From an optimization exercise on the open Yosys and OpenROAD flow, aimed at small area and a short achievable clock period; shortcuts taken in it are not production practice. The RTL was checked by simulation tests, not by an equivalence proof against the original design. Power and IR drop assume default switching activity.

==> flow/design.v (excerpt) <==
module lsu_top
#(
  parameter int XLEN      = 32,
  parameter int MEM_WORDS = 128
)
(
  input  logic                      clk,
  input  logic                      rstn,
  input  logic                      ex_stall,
  input  logic                      id_bubble,
  input  logic                      pipe_flush,
  input  logic [lsu_pkg::ILEN          -1:0] id_instr,
  input  logic [lsu_pkg::EXCEPTION_SIZE-1:0] id_exception,
  input  logic [XLEN          -1:0] opa,
  input  logic [XLEN          -1:0] opb,
  output logic                      lsu_bubble,
  output logic [lsu_pkg::EXCEPTION_SIZE-1:0] lsu_exception,
  output logic [XLEN          -1:0] lsu_r,
  output logic                      lsu_r_valid
);
Size: ~8,300 cells after synthesis, about 4,300 flip-flops.
==> module dmem_half, before the edit <==
module dmem_half
(
  input  logic        clk,
  input  logic        rstn,
  input  logic [3:0]  we,
  input  logic [7:0]  lo,
  input  logic [7:0]  hi,
  input  logic [31:0] d,
  output logic [31:0] q
);
  logic [63:0][31:0] mem;
  logic [7:0][3:0]   hw_n;
  logic [63:0][3:0]  en;
  logic [31:0][7:0]  grp;
  logic [31:0]       rd;
  logic [1:0][7:0]   lo_q;
  logic [7:0]        lo_n_q;
  logic [7:0]        hi_q;
  logic [7:0]        hi_w_q;
  logic [3:0]        we_q;
  dmem_reg8 u_hi_r (
    .clk (clk),
    .d   (hi),
    .q   (hi_q)
  );
  always_ff @(posedge clk, negedge rstn)
    if (!rstn)
      we_q <= '0;
    else
      we_q <= we;
  dmem_reg8 u_hi_w_r (
    .clk (clk),
    .d   (hi),
    .q   (hi_w_q)
  );
  dmem_reg8 u_lo_n_r (
    .clk (clk),
    .d   (~lo),
    .q   (lo_n_q)
  );
  for (genvar c = 0; c < 2; c++)
  begin : g_lo
    dmem_reg8 u_lo_r (
      .clk (clk),
      .d   (lo),
      .q   (lo_q[c])
    );
  end
  for (genvar j = 0; j < 8; j++)
  begin : g_hw
    assign hw_n[j] = ~({4{hi_w_q[j]}} & we_q);
  end
  for (genvar w = 0; w < 64; w++)
  begin : g_word
    for (genvar k = 0; k < 4; k++)
    begin : g_en
      dmem_nor2 u_en (
        .a (lo_n_q[w % 8]),
        .b (hw_n[w / 8][k]),
        .y (en[w][k])
      );
    end
    for (genvar k = 0; k < 4; k++)
    begin : g_lane
      always_ff @(posedge clk)
        if (en[w][k])
          mem[w][8*k +: 8] <= d[8*k +: 8];
    end
  end
  for (genvar b = 0; b < 32; b++)
  begin : g_bit
    for (genvar j = 0; j < 8; j++)
    begin : g_grp
      dmem_sel8 u_sel (
        .a ({mem[8*j+7][b], mem[8*j+6][b], mem[8*j+5][b], mem[8*j+4][b],
             mem[8*j+3][b], mem[8*j+2][b], mem[8*j+1][b], mem[8*j][b]}),
        .s (lo_q[b / 16]),
        .y (grp[b][j])
      );
    end
    dmem_sel8 u_grp (
      .a (grp[b]),
      .s (hi_q),
      .y (rd[b])
    );
  end
  always_ff @(posedge clk)
    q <= rd;
endmodule
clock: 5.0 ns
lec_check: 0
cap_margin: 20
cell_pad_in_sites_detail_placement: 1
core_margin: 2
core_utilization: 47
cts_cluster_diameter: 90
cts_cluster_size: 25
place_density: 0.6
setup_slack_margin: 2.6
slew_margin: 20
synth_hierarchical: 1
standard.sh (not shown) runs the stock make flow with config.mk's settings and CLKGATE_MAP_FILE= SYNTH_SCRIPT=/design/flow/synth_recipe.tcl, a recipe that flattens the netlist after the stock synthesis.
==> flow/flow/run.sh <==
#!/bin/bash
# The standard layout (standard.sh, unchanged synthesis and steps) with two
# changes to how the layout is made:
#  - CTS puts tree buffers at most 200 um apart (CTS_BUF_DISTANCE), which
#    gives this design's clock tree less insertion delay than the default;
#  - the port buffers start as buf_4 (BUFFER_PORTS_ARGS) instead of the slow
#    delay cell buffer_ports picks by default.
# make's full output goes to standard.log here; each ORFS step keeps its own
# log under orfs/logs/.
set -euo pipefail
export CTS_BUF_DISTANCE=200
export BUFFER_PORTS_ARGS="-buffer_cell sky130_fd_sc_hd__buf_4"
bash standard.sh > standard.log 2>&1
Change:
--- a/flow/design.v
+++ b/flow/design.v
@@ -227,25 +227,19 @@
   logic [31:0]       rd;
   logic [1:0][7:0]   lo_q;
   logic [7:0]        lo_n_q;
   logic [7:0]        hi_q;
-  logic [7:0]        hi_w_q;
-  logic [3:0]        we_q;
   dmem_reg8 u_hi_r (
     .clk (clk),
     .d   (hi),
     .q   (hi_q)
   );
   always_ff @(posedge clk, negedge rstn)
     if (!rstn)
-      we_q <= '0;
+      hw_n <= '1;
     else
-      we_q <= we;
-  dmem_reg8 u_hi_w_r (
-    .clk (clk),
-    .d   (hi),
-    .q   (hi_w_q)
-  );
+      for (int j = 0; j < 8; j++)
+        hw_n[j] <= ~({4{hi[j]}} & we);
   dmem_reg8 u_lo_n_r (
     .clk (clk),
     .d   (~lo),
     .q   (lo_n_q)
@@ -257,12 +251,8 @@
       .d   (lo),
       .q   (lo_q[c])
     );
   end
-  for (genvar j = 0; j < 8; j++)
-  begin : g_hw
-    assign hw_n[j] = ~({4{hi_w_q[j]}} & we_q);
-  end
   for (genvar w = 0; w < 64; w++)
   begin : g_word
     for (genvar k = 0; k < 4; k++)
     begin : g_en
After rerunning: Power is higher by about 1.2%; clock skew shrinks by 0.0052 ns; clock-buffer cell count goes up by 21; sequential power rose by about 0.9%; final cell count goes up by 0.68%; routed wire length increases by about 0.35%; setup slack is better by 0.11 ns; clock power climbs by about 3%; utilization shrinks by 0.17 points; global-route usage rose by 0.21 points; non-clock buffer count shrinks by 6; first-iteration DRC count falls by 0.39%.

==> what the ideal ports hide <==
How much do the figures lean on ideal ports? The routed layouts below were timed once more, with nothing changed but the port constraints. Step 1 (the two cells are an assumption about what drives the block):
set clk [get_ports {clk}]
set_driving_cell -lib_cell sky130_fd_sc_hd__clkbuf_16 $clk
set_driving_cell -lib_cell sky130_fd_sc_hd__buf_2 [delete_from_list [all_inputs] $clk]
Step 2 times the ports against the registers' clock, not the clock port: input delays grow and output delays shrink by t, the midpoint of the rising clock arrivals with the driver on. a / b / c = no drivers / after step 1 / after step 2; a / b = the first two.
run	t (ns)	setup WS [ns]	worst hold slack (ns)	clock arrival spread, ns	worst register clock-pin slew, ns	pins driven straight from the clock port
the first run	0.961	2.361 / 2.361 / 1.690	0.037 / -0.042 / 0.332	0.070 / 0.071	0.11 / 0.11	1
the second run	0.980	2.475 / 2.436 / 1.657	0.217 / 0.150 / 0.316	0.068 / 0.068	0.11 / 0.11	1
After both steps every run listed still meets setup and hold. For the second run, which loses most, drivers alone change the setup slack by -0.039 ns; drivers and shift together by -0.818 ns.
